What follows belongs to an exercise in optimizing a design on an open flow for small area, a short achievable clock period and few clock cycles per item; a production flow would make more cautious choices.
RTL that was checked went through simulation tests only; none was proved equivalent to the original.
No activity file was given, so power comes from the tool's default toggle rates.

==> inputs of willow <==
Design voltage_sag_load_limiter, start of the top module:
module voltage_sag_load_limiter #(
  parameter int AVG_DEPTH = 16,
  parameter int VREF_MV = 3300,
  parameter int DIVIDER_RATIO = 11
) (
  input  wire logic                            clk,
  input  wire logic                            rst,
  input  wire logic                            in_valid,
  output logic                                 in_stall,
  input  wire logic [18:0]                     in_data,
  output logic                                 out_valid,
  input  wire logic                            out_stall,
  output logic [42:0]                          out_data,
  input  wire logic                            cfg_we,
  input  wire logic [vsll_pkg::CFG_IDX_W-1:0]  cfg_index,
  input  wire logic [vsll_pkg::CFG_DATA_W-1:0] cfg_data
);
==> flow/config.mk <==
export PLATFORM = sky130hd
export DESIGN_NAME = voltage_sag_load_limiter
export DESIGN_NICKNAME = voltage_sag_load_limiter
export VERILOG_FILES = /design/flow/design.v
export SDC_FILE = /design/flow/constraint.sdc
export NUM_CORES = 4
export LEC_CHECK = 0
export CAP_MARGIN = 20
export CORE_MARGIN = 2
export CORE_UTILIZATION = 55
export CTS_BUF_LIST = sky130_fd_sc_hd__clkbuf_8 sky130_fd_sc_hd__clkbuf_16
export CTS_CLUSTER_DIAMETER = 80
export CTS_CLUSTER_SIZE = 20
export PLACE_DENSITY = 0.7
export SLEW_MARGIN = 20
==> flow/constraint.sdc <==
create_clock -name core_clock -period 11.0 [get_ports {clk}]
set_input_delay 2.2000 -clock core_clock [delete_from_list [all_inputs] [get_ports {clk}]]
set_output_delay 2.2000 -clock core_clock [all_outputs]
set_load 0.01 [all_outputs]
standard.sh (not shown) runs the stock make flow with config.mk's settings and CLKGATE_MAP_FILE= SYNTH_SCRIPT=/design/flow/synth_recipe.tcl, a recipe that flattens the netlist after the stock synthesis.
==> flow/flow/run.sh <==
#!/bin/bash
# Standard layout, with two changes to how it is made (the clock period and every constraint
# stay as given): every port still gets a buffer, but a plain buf_2 instead of the default
# delay cell, and the timing repair aims at a tighter setup target than the clock period.
set -euo pipefail
bash standard.sh SETUP_SLACK_MARGIN=7 'BUFFER_PORTS_ARGS=-buffer_cell sky130_fd_sc_hd__buf_2' finish > standard_flow.log 2>&1
==> xenon: changes against willow <==
--- a/flow/design.v
+++ b/flow/design.v
@@ -106,43 +106,41 @@
   logic [6:0]  limit, prev_req;
   logic [7:0]  low_cnt, high_cnt;
   logic [15:0] raise_pause, lower_pause, nn_count, err_total;
   logic [15:0] mv_o;
   logic [1:0]  cls_o;
   logic        moved_o, nne_o;
   logic        err;
   logic aux_v;             
-  logic v0, v1, v2, vq, v3;
+  logic v0, v1, v2, v3;
   logic blocked, fire, load3;
   logic stall_q;           
   assign in_stall = stall_q;
   assign blocked = out_valid && out_stall;
   assign fire = v3 && !blocked;
   assign load3 = !v3 || !blocked;
   always_ff @(posedge clk) begin
     if (rst) begin
       aux_v <= 1'b0;
       stall_q <= 1'b0;
       v0 <= 1'b0;
-      vq <= 1'b0;
       v1 <= 1'b0;
       v2 <= 1'b0;
       v3 <= 1'b0;
       out_valid <= 1'b0;
     end else begin
       if (!aux_v) begin
         v0 <= in_valid;
         v1 <= v0;
         v2 <= v1;
-        vq <= v2;
       end
-      aux_v <= !load3 && (aux_v || vq);
-      stall_q <= !load3 && (aux_v || vq);
-      if (load3) v3 <= aux_v || vq;
+      aux_v <= !load3 && (aux_v || v2);
+      stall_q <= !load3 && (aux_v || v2);
+      if (load3) v3 <= aux_v || v2;
       if (fire) out_valid <= 1'b1;
       else if (!out_stall) out_valid <= 1'b0;
     end
   end
   logic [11:0] w0;
   logic [6:0]  req0, req1, req2;
   always_ff @(posedge clk) begin
     if (!aux_v) begin
@@ -174,86 +172,85 @@
   end
   logic [11:0] avg;
   logic [21:0] p2;
   assign avg = sum[15:4];
   always_ff @(posedge clk) begin
     if (!aux_v) p2 <= (22'(avg) << 10) - (22'(avg) << 8) + (22'(avg) << 6) - (22'(avg) << 3)
                      + 22'(avg);
   end
+  logic [21:0] p3in;
   logic [11:0] ph;
   logic [11:0] pl;
   logic        pc;
-  logic [11:0] qq;
-  logic [6:0]  reqq;
-  always_comb begin
-    ph = p2[21:10];
-    pl = {p2[9:0], 2'b00};
-    pc = (13'(ph) + 13'(pl) + 13'd1) >= 13'd4096;
-  end
-  always_ff @(posedge clk) begin
-    if (!aux_v) begin
-      qq <= ph + 12'(pc);
-      reqq <= req2;
-    end
-  end
+  logic [15:0] mv3n;
   logic [17:0] m_s, m_c, lown, high18;
-  logic [17:0] lo_s, lo_c, hi_s, hi_c, lo_d, hi_d;
-  logic [11:0] q4;
+  logic [17:0] loA_s, loA_c, hiA_s, hiA_c, loA_d, hiA_d, loB_d, hiB_d;
+  logic [15:0] mvA, mvB;
+  logic [15:0] mv3;
   logic        lt3, gt3;
   logic [6:0]  req3;
-  logic        lt3n, gt3n;
   always_comb begin
-    m_s = 18'(qq) ^ (18'(qq) << 1) ^ (18'(qq) << 3);
-    m_c = ((18'(qq) & (18'(qq) << 1)) | (18'(qq) & (18'(qq) << 3))
-          | ((18'(qq) << 1) & (18'(qq) << 3))) << 1;
+    p3in = p2;
+    ph = p3in[21:10];
+    pl = {p3in[9:0], 2'b00};
+    pc = (13'(ph) + 13'(pl) + 13'd1) >= 13'd4096;
+    m_s = 18'(ph) ^ (18'(ph) << 1) ^ (18'(ph) << 3);
+    m_c = ((18'(ph) & (18'(ph) << 1)) | (18'(ph) & (18'(ph) << 3))
+          | ((18'(ph) << 1) & (18'(ph) << 3))) << 1;
+    mvA = 16'(m_s + m_c);
+    mvB = 16'(m_s + m_c + 18'd11);
     lown = ~(18'(cfg_low));
     high18 = 18'(cfg_high);
-    lo_s = m_s ^ m_c ^ lown;
-    lo_c = ((m_s & m_c) | (m_s & lown) | (m_c & lown)) << 1;
-    lo_d = lo_s + lo_c + 18'd1;
-    lt3n = lo_d[17];
-    hi_s = high18 ^ ~m_s ^ ~m_c;
-    hi_c = ((high18 & ~m_s) | (high18 & ~m_c) | (~m_s & ~m_c)) << 1;
-    hi_d = hi_s + hi_c + 18'd2;
-    gt3n = hi_d[17];
+    loA_s = m_s ^ m_c ^ lown;
+    loA_c = ((m_s & m_c) | (m_s & lown) | (m_c & lown)) << 1;
+    loA_d = loA_s + loA_c + 18'd1;
+    loB_d = loA_s + loA_c + 18'd12;
+    hiA_s = high18 ^ ~m_s ^ ~m_c;
+    hiA_c = ((high18 & ~m_s) | (high18 & ~m_c) | (~m_s & ~m_c)) << 1;
+    hiA_d = hiA_s + hiA_c + 18'd2;
+    hiB_d = hiA_s + hiA_c - 18'd9;
+    mv3n = pc ? mvB : mvA;
   end
-  logic [11:0] aux_q;
+  logic [15:0] aux_mv;
   logic        aux_lt, aux_gt;
   logic [6:0]  aux_req;
+  logic        lt3n, gt3n;
+  assign lt3n = pc ? loB_d[17] : loA_d[17];
+  assign gt3n = pc ? hiB_d[17] : hiA_d[17];
   always_ff @(posedge clk) begin
     if (!aux_v) begin
-      aux_q <= qq;
+      aux_mv <= mv3n;
       aux_lt <= lt3n;
       aux_gt <= gt3n;
-      aux_req <= reqq;
+      aux_req <= req2;
     end
   end
   logic [6:0] req3n;
   logic [8:0] dA, dB, d3;
   logic [9:0] eA, eB, e3;
   logic       dzA, dzB, dmA, dmB, dpA, dpB;
   logic       dz3, dm3, dp3;
   logic       use_a;
   always_comb begin
-    req3n = aux_v ? aux_req : reqq;
+    req3n = aux_v ? aux_req : req2;
     dA = 9'(req3n) - 9'(req3);
     dB = 9'(req3n) - 9'(prev_req);
     eA = 10'(req3n) - 10'(req3) - 10'(cfg_ceil);
     eB = 10'(req3n) - 10'(prev_req) - 10'(cfg_ceil);
     dzA = (req3n == req3);
     dzB = (req3n == prev_req);
     dmA = (8'(req3n) + 8'd1 == 8'(req3));
     dmB = (8'(req3n) + 8'd1 == 8'(prev_req));
     dpA = (8'(req3n) == 8'(req3) + 8'd1);
     dpB = (8'(req3n) == 8'(prev_req) + 8'd1);
   end
   always_ff @(posedge clk) begin
     if (load3) begin
-      q4 <= aux_v ? aux_q : qq;
+      mv3 <= aux_v ? aux_mv : mv3n;
       lt3 <= aux_v ? aux_lt : lt3n;
       gt3 <= aux_v ? aux_gt : gt3n;
       req3 <= req3n;
       if (use_a) begin
         d3 <= dA;
         e3 <= eA;
         dz3 <= dzA;
         dm3 <= dmA;
@@ -364,17 +361,17 @@
       end
     end else begin
       nn_lt <= cmp_lt;
       nn_ge1 <= cmp_ge1;
     end
   end
   always_ff @(posedge clk) begin
     if (fire) begin
-      mv_o <= (16'(q4) << 3) + (16'(q4) << 1) + 16'(q4);
+      mv_o <= mv3;
       cls_o <= c_low ? CLASS_LOW : (c_high ? CLASS_HIGH : CLASS_BAND);
       moved_o <= moved;
       nne_o <= err;
     end
   end
   assign out_data = {mv_o, cls_o, limit, moved_o, nne_o, err_total};
 endmodule
 `default_nettype wire
Settings changed: CORE_UTILIZATION 55 to 40, CTS_BUF_LIST sky130_fd_sc_hd__clkbuf_8 sky130_fd_sc_hd__clkbuf_16 to sky130_fd_sc_hd__clkbuf_4 sky130_fd_sc_hd__clkbuf_8, CTS_CLUSTER_DIAMETER 80 to unset, CTS_CLUSTER_SIZE 20 to unset, PLACE_DENSITY 0.7 to 0.6.
==> ember: changes against willow <==
--- a/flow/design.v
+++ b/flow/design.v
@@ -98,51 +98,42 @@
         3'd3: cfg_cc <= cfg_data[7:0];
         3'd4: cfg_pdi <= cfg_data;
         3'd5: cfg_pul <= cfg_data;
         3'd6: cfg_puh <= cfg_data;
         default: cfg_maxnn <= cfg_data;
       endcase
     end
   end
-  logic [6:0]  limit, prev_req;
-  logic [7:0]  low_cnt, high_cnt;
-  logic [15:0] raise_pause, lower_pause, nn_count, err_total;
-  logic [15:0] mv_o;
-  logic [1:0]  cls_o;
-  logic        moved_o, nne_o;
-  logic        err;
   logic aux_v;             
-  logic v0, v1, v2, vq, v3;
+  logic v0, v1, v2, v3;
   logic blocked, fire, load3;
   logic stall_q;           
   assign in_stall = stall_q;
   assign blocked = out_valid && out_stall;
   assign fire = v3 && !blocked;
   assign load3 = !v3 || !blocked;
   always_ff @(posedge clk) begin
     if (rst) begin
       aux_v <= 1'b0;
       stall_q <= 1'b0;
       v0 <= 1'b0;
-      vq <= 1'b0;
       v1 <= 1'b0;
       v2 <= 1'b0;
       v3 <= 1'b0;
       out_valid <= 1'b0;
     end else begin
       if (!aux_v) begin
         v0 <= in_valid;
         v1 <= v0;
         v2 <= v1;
-        vq <= v2;
       end
-      aux_v <= !load3 && (aux_v || vq);
-      stall_q <= !load3 && (aux_v || vq);
-      if (load3) v3 <= aux_v || vq;
+      aux_v <= !load3 && (aux_v || v2);
+      stall_q <= !load3 && (aux_v || v2);
+      if (load3) v3 <= aux_v || v2;
       if (fire) out_valid <= 1'b1;
       else if (!out_stall) out_valid <= 1'b0;
     end
   end
   logic [11:0] w0;
   logic [6:0]  req0, req1, req2;
   always_ff @(posedge clk) begin
     if (!aux_v) begin
@@ -168,129 +159,85 @@
       fill <= '0;
       sum <= '0;
     end else if (shift) begin
       if (!fill[4]) fill <= fill + 5'd1;
       sum <= sum + 16'(w0) - 16'(fill[4] ? win[16] : 12'd0);
     end
   end
   logic [11:0] avg;
-  logic [21:0] p2;
+  logic [23:0] qsum;
+  logic [11:0] q2;
   assign avg = sum[15:4];
+  assign qsum = (24'(avg) << 11) - (24'(avg) << 9) + (24'(avg) << 7) - (24'(avg) << 4)
+              + (24'(avg) << 1) + 24'(avg >> 1) - 24'(avg >> 3) + 24'(avg >> 5)
+              - 24'(avg >> 9);
   always_ff @(posedge clk) begin
-    if (!aux_v) p2 <= (22'(avg) << 10) - (22'(avg) << 8) + (22'(avg) << 6) - (22'(avg) << 3)
-                     + 22'(avg);
-  end
-  logic [11:0] ph;
-  logic [11:0] pl;
-  logic        pc;
-  logic [11:0] qq;
-  logic [6:0]  reqq;
-  always_comb begin
-    ph = p2[21:10];
-    pl = {p2[9:0], 2'b00};
-    pc = (13'(ph) + 13'(pl) + 13'd1) >= 13'd4096;
+    if (!aux_v) q2 <= qsum[22:11];
   end
+  logic [11:0] aux_q;
+  logic [6:0]  aux_req;
   always_ff @(posedge clk) begin
     if (!aux_v) begin
-      qq <= ph + 12'(pc);
-      reqq <= req2;
+      aux_q <= q2;
+      aux_req <= req2;
     end
   end
-  logic [17:0] m_s, m_c, lown, high18;
-  logic [17:0] lo_s, lo_c, hi_s, hi_c, lo_d, hi_d;
-  logic [11:0] q4;
+  logic [11:0] q3in;
+  logic [15:0] mv3n;
+  logic [15:0] mv3;
   logic        lt3, gt3;
   logic [6:0]  req3;
-  logic        lt3n, gt3n;
+  assign q3in = aux_v ? aux_q : q2;
+  logic [17:0] m_s, m_c, lo_s, lo_c, hi_s, hi_c, lo_d, hi_d, lown, high18;
   always_comb begin
-    m_s = 18'(qq) ^ (18'(qq) << 1) ^ (18'(qq) << 3);
-    m_c = ((18'(qq) & (18'(qq) << 1)) | (18'(qq) & (18'(qq) << 3))
-          | ((18'(qq) << 1) & (18'(qq) << 3))) << 1;
+    m_s = 18'(q3in) ^ (18'(q3in) << 1) ^ (18'(q3in) << 3);
+    m_c = ((18'(q3in) & (18'(q3in) << 1)) | (18'(q3in) & (18'(q3in) << 3))
+          | ((18'(q3in) << 1) & (18'(q3in) << 3))) << 1;
+    mv3n = 16'(m_s + m_c);
     lown = ~(18'(cfg_low));
     high18 = 18'(cfg_high);
     lo_s = m_s ^ m_c ^ lown;
     lo_c = ((m_s & m_c) | (m_s & lown) | (m_c & lown)) << 1;
     lo_d = lo_s + lo_c + 18'd1;
-    lt3n = lo_d[17];
     hi_s = high18 ^ ~m_s ^ ~m_c;
     hi_c = ((high18 & ~m_s) | (high18 & ~m_c) | (~m_s & ~m_c)) << 1;
     hi_d = hi_s + hi_c + 18'd2;
-    gt3n = hi_d[17];
-  end
-  logic [11:0] aux_q;
-  logic        aux_lt, aux_gt;
-  logic [6:0]  aux_req;
-  always_ff @(posedge clk) begin
-    if (!aux_v) begin
-      aux_q <= qq;
-      aux_lt <= lt3n;
-      aux_gt <= gt3n;
-      aux_req <= reqq;
-    end
-  end
-  logic [6:0] req3n;
-  logic [8:0] dA, dB, d3;
-  logic [9:0] eA, eB, e3;
-  logic       dzA, dzB, dmA, dmB, dpA, dpB;
-  logic       dz3, dm3, dp3;
-  logic       use_a;
-  always_comb begin
-    req3n = aux_v ? aux_req : reqq;
-    dA = 9'(req3n) - 9'(req3);
-    dB = 9'(req3n) - 9'(prev_req);
-    eA = 10'(req3n) - 10'(req3) - 10'(cfg_ceil);
-    eB = 10'(req3n) - 10'(prev_req) - 10'(cfg_ceil);
-    dzA = (req3n == req3);
-    dzB = (req3n == prev_req);
-    dmA = (8'(req3n) + 8'd1 == 8'(req3));
-    dmB = (8'(req3n) + 8'd1 == 8'(prev_req));
-    dpA = (8'(req3n) == 8'(req3) + 8'd1);
-    dpB = (8'(req3n) == 8'(prev_req) + 8'd1);
   end
   always_ff @(posedge clk) begin
     if (load3) begin
-      q4 <= aux_v ? aux_q : qq;
-      lt3 <= aux_v ? aux_lt : lt3n;
-      gt3 <= aux_v ? aux_gt : gt3n;
-      req3 <= req3n;
-      if (use_a) begin
-        d3 <= dA;
-        e3 <= eA;
-        dz3 <= dzA;
-        dm3 <= dmA;
-        dp3 <= dpA;
-      end else begin
-        d3 <= dB;
-        e3 <= eB;
-        dz3 <= dzB;
-        dm3 <= dmB;
-        dp3 <= dpB;
-      end
+      mv3 <= mv3n;
+      lt3 <= lo_d[17];
+      gt3 <= hi_d[17];
+      req3 <= aux_v ? aux_req : req2;
     end
   end
+  logic [6:0]  limit, prev_req;
+  logic [7:0]  low_cnt, high_cnt;
+  logic [15:0] raise_pause, lower_pause, nn_count, err_total;
+  logic [15:0] mv_o;
+  logic [1:0]  cls_o;
+  logic        moved_o, nne_o;
   logic        c_low, c_high;
   logic [15:0] rp, lp, et_inc;
   logic [7:0]  lc_n, hc_n;
   logic [15:0] rp_n, lp_n, nn_n;
-  logic        up, down, hz, lim_nz;
-  logic        nn_lt, nn_ge1, max_nz, max_le1, cmp_lt, cmp_ge1, cmp_ge2;
-  logic [16:0] nn_gap;
-  logic [9:0]  vm, v0c, vp, w;
+  logic        up, down, hz, err, lim_nz;
+  logic [9:0]  vm, v0c, vp;
   logic [6:0]  lm, l0, lp7, lim_n;
   logic        mm, m0, mp, moved;
-  function automatic logic [7:0] clampm(input logic [9:0] v, input logic over, input logic eq,
+  function automatic logic [7:0] clampm(input logic [9:0] v, input logic eq,
                                         input logic [6:0] ceil, input logic [6:0] lim,
                                         input logic nz);
     logic [6:0] r;
     logic       m;
     if (v[9]) begin
       r = 7'd0;
       m = nz;
-    end else if (over) begin
+    end else if (v[8:0] > 9'(ceil)) begin
       r = ceil;
       m = (lim != ceil);
     end else begin
       r = v[6:0];
       m = !eq;
     end
     clampm = {m, r};
   endfunction
@@ -303,34 +250,26 @@
     hc_n = c_high ? ((high_cnt != 8'd0) ? high_cnt - 8'd1 : 8'd0) : cfg_cc;
     lim_nz = (limit != 7'd0);
     up = c_low && (low_cnt[7:1] == 7'd0) && (raise_pause[15:1] == 15'd0) && (limit < cfg_ceil);
     hz = c_high && (high_cnt[7:1] == 7'd0);
     down = hz && (lower_pause[15:1] == 15'd0) && lim_nz;
     rp_n = (up || down) ? cfg_pdi : rp;
     lp_n = up ? cfg_pul : (down ? cfg_puh : lp);
     if (hz) nn_n = 16'd0;
-    else if (nn_lt) nn_n = nn_count + 16'd1;
+    else if (nn_count < cfg_maxnn) nn_n = nn_count + 16'd1;
     else nn_n = nn_count;
-    err = hz ? (cfg_maxnn == 16'd0) : nn_ge1;
-    max_nz = (cfg_maxnn != 16'd0);
-    max_le1 = (cfg_maxnn[15:1] == 15'd0);
-    nn_gap = {1'b0, cfg_maxnn} - {1'b0, nn_count};
-    cmp_lt = !nn_gap[16] && (nn_gap != 17'd0);
-    cmp_ge1 = nn_gap[16] || (nn_gap[15:1] == 15'd0);
-    cmp_ge2 = nn_gap[16] || (nn_gap[15:2] == 14'd0 && nn_gap[1:0] != 2'd3);
+    err = hz ? (cfg_maxnn == 16'd0) : (17'(nn_count) + 17'd1 >= 17'(cfg_maxnn));
     et_inc = err_total + 16'd1;
-    vm = 10'(limit) + {d3[8], d3} - 10'd1;
-    v0c = 10'(limit) + {d3[8], d3};
-    vp = 10'(limit) + {d3[8], d3} + 10'd1;
-    w = 10'(limit) + e3;
-    {mm, lm} = clampm(vm, !w[9] && (w[8:1] != 8'd0), dp3, cfg_ceil, limit, lim_nz);
-    {m0, l0} = clampm(v0c, !w[9] && (w != 10'd0), dz3, cfg_ceil, limit, lim_nz);
-    {mp, lp7} = clampm(vp, !w[9], dm3, cfg_ceil, limit, lim_nz);
-    use_a = v3 && !err;
+    vm = 10'(limit) + 10'(req3) - 10'(prev_req) - 10'd1;
+    v0c = 10'(limit) + 10'(req3) - 10'(prev_req);
+    vp = 10'(limit) + 10'(req3) - 10'(prev_req) + 10'd1;
+    {mm, lm} = clampm(vm, (8'(req3) == 8'(prev_req) + 8'd1), cfg_ceil, limit, lim_nz);
+    {m0, l0} = clampm(v0c, (req3 == prev_req), cfg_ceil, limit, lim_nz);
+    {mp, lp7} = clampm(vp, (8'(req3) + 8'd1 == 8'(prev_req)), cfg_ceil, limit, lim_nz);
     lim_n = up ? lp7 : (down ? lm : l0);
     moved = up ? mp : (down ? mm : m0);
   end
   always_ff @(posedge clk) begin
     if (rst) begin
       limit <= 7'd0;
       prev_req <= RST_LIMIT_CEILING;
       low_cnt <= RST_CONFIRM_CYCLES;
@@ -347,34 +286,17 @@
       lower_pause <= lp_n;
       nn_count <= nn_n;
       if (err) err_total <= et_inc;
       else prev_req <= req3;
     end
   end
   always_ff @(posedge clk) begin
     if (fire) begin
-      if (hz) begin
-        nn_lt <= max_nz;
-        nn_ge1 <= max_le1;
-      end else if (nn_lt) begin
-        nn_lt <= !nn_ge1;
-        nn_ge1 <= cmp_ge2;
-      end else begin
-        nn_lt <= 1'b0;
-        nn_ge1 <= 1'b1;
-      end
-    end else begin
-      nn_lt <= cmp_lt;
-      nn_ge1 <= cmp_ge1;
-    end
-  end
-  always_ff @(posedge clk) begin
-    if (fire) begin
-      mv_o <= (16'(q4) << 3) + (16'(q4) << 1) + 16'(q4);
+      mv_o <= mv3;
       cls_o <= c_low ? CLASS_LOW : (c_high ? CLASS_HIGH : CLASS_BAND);
       moved_o <= moved;
       nne_o <= err;
     end
   end
   assign out_data = {mv_o, cls_o, limit, moved_o, nne_o, err_total};
 endmodule
 `default_nettype wire
==> flow/flow/run.sh (replaced) <==
#!/bin/bash
# Standard layout, with the timing repair aimed at a tighter setup target than the clock
# period (the clock period and every constraint stay as given).
set -euo pipefail
bash standard.sh SETUP_SLACK_MARGIN=7 finish > standard_flow.log 2>&1
Settings changed: CORE_UTILIZATION 55 to 40, CTS_BUF_LIST sky130_fd_sc_hd__clkbuf_8 sky130_fd_sc_hd__clkbuf_16 to unset, CTS_CLUSTER_DIAMETER 80 to unset, CTS_CLUSTER_SIZE 20 to unset, PLACE_DENSITY 0.7 to 0.6.
==> comparison table <==
| item | ember | xenon | willow |
|---|---|---|---|
| Outcome | finished clean | finished clean | finished clean |
| Count of clock-net buffers in the final layout | 68 | 142 | 41 |
| Termination of the worst setup path | limit[0] | gt3 | p2[20] |
| Crit path time final | 4.86 ns | 4.15 ns | 3.98 ns |
| DR pass1 iterations | 6 | 5 | 5 |
| Post-synthesis sequential element count | 533 | 571 | 583 |
| Area share of xor/xnor cells in the synthesized design | 2.83% | 4.57% | 4.21% |
| Maximum fanout count along the critical path | 7 | 5 | 3 |
| Number of buffers inserted to repair setup after CTS | 58 | 31 | 7 |
| Data arrival at the endpoint of the critical path | 5.31 ns | 4.64 ns | 4.31 ns |
| TritonCTS Buffers | 57 | 98 | 38 |
| Peak supply drop | 0.183 mV | 0.345 mV | 0.176 mV |
| Power dissipated in the clock network | 1.89 mW | 2.09 mW | 1.47 mW |
| Reg2Reg Launch Point | req3[1] | p2[12] | sum[5] |
| Filler cells | 6487 | 7044 | 4363 |
| Pin count of the biggest net entering global routing | 133 | 142 | 130 |
Testbench counts of ember, summed over its fixed seeds: cycles 8,160, items 8,000.
Only the layout flow was run in willow and xenon; the RTL was not checked for function there.

[afterwards: timing with drivers on the ports]
The results above use ideal ports. As a check the final layouts listed here were re-extracted and re-timed, cells and wires unchanged.
Step 1 assumes that a clkbuf_16 drives the clock port and a buf_2 every other input.
Step 2 also shifts input and output timing later by t, the mid clock arrival at the registers, as if the neighbouring blocks saw the same clock.
Slacks: ideal ports / drivers / drivers and shift; pairs: ideal ports / drivers.
| run | shift t [ns] | setup slack, ns | worst hold slack (ns) |
|---|---|---|---|
| willow | 0.636 | 7.016 / 7.016 / 6.569 | 0.405 / 0.405 / 0.405 |
| xenon | 0.761 | 6.846 / 6.846 / 6.501 | 0.403 / 0.403 / 0.403 |
| ember | 0.672 | 6.142 / 6.142 / 6.142 | 0.407 / 0.407 / 0.407 |
After both steps every run listed still meets setup and hold. The setup slack of willow, which loses most, moves by 0.000 ns with the drivers and by -0.447 ns with both steps.
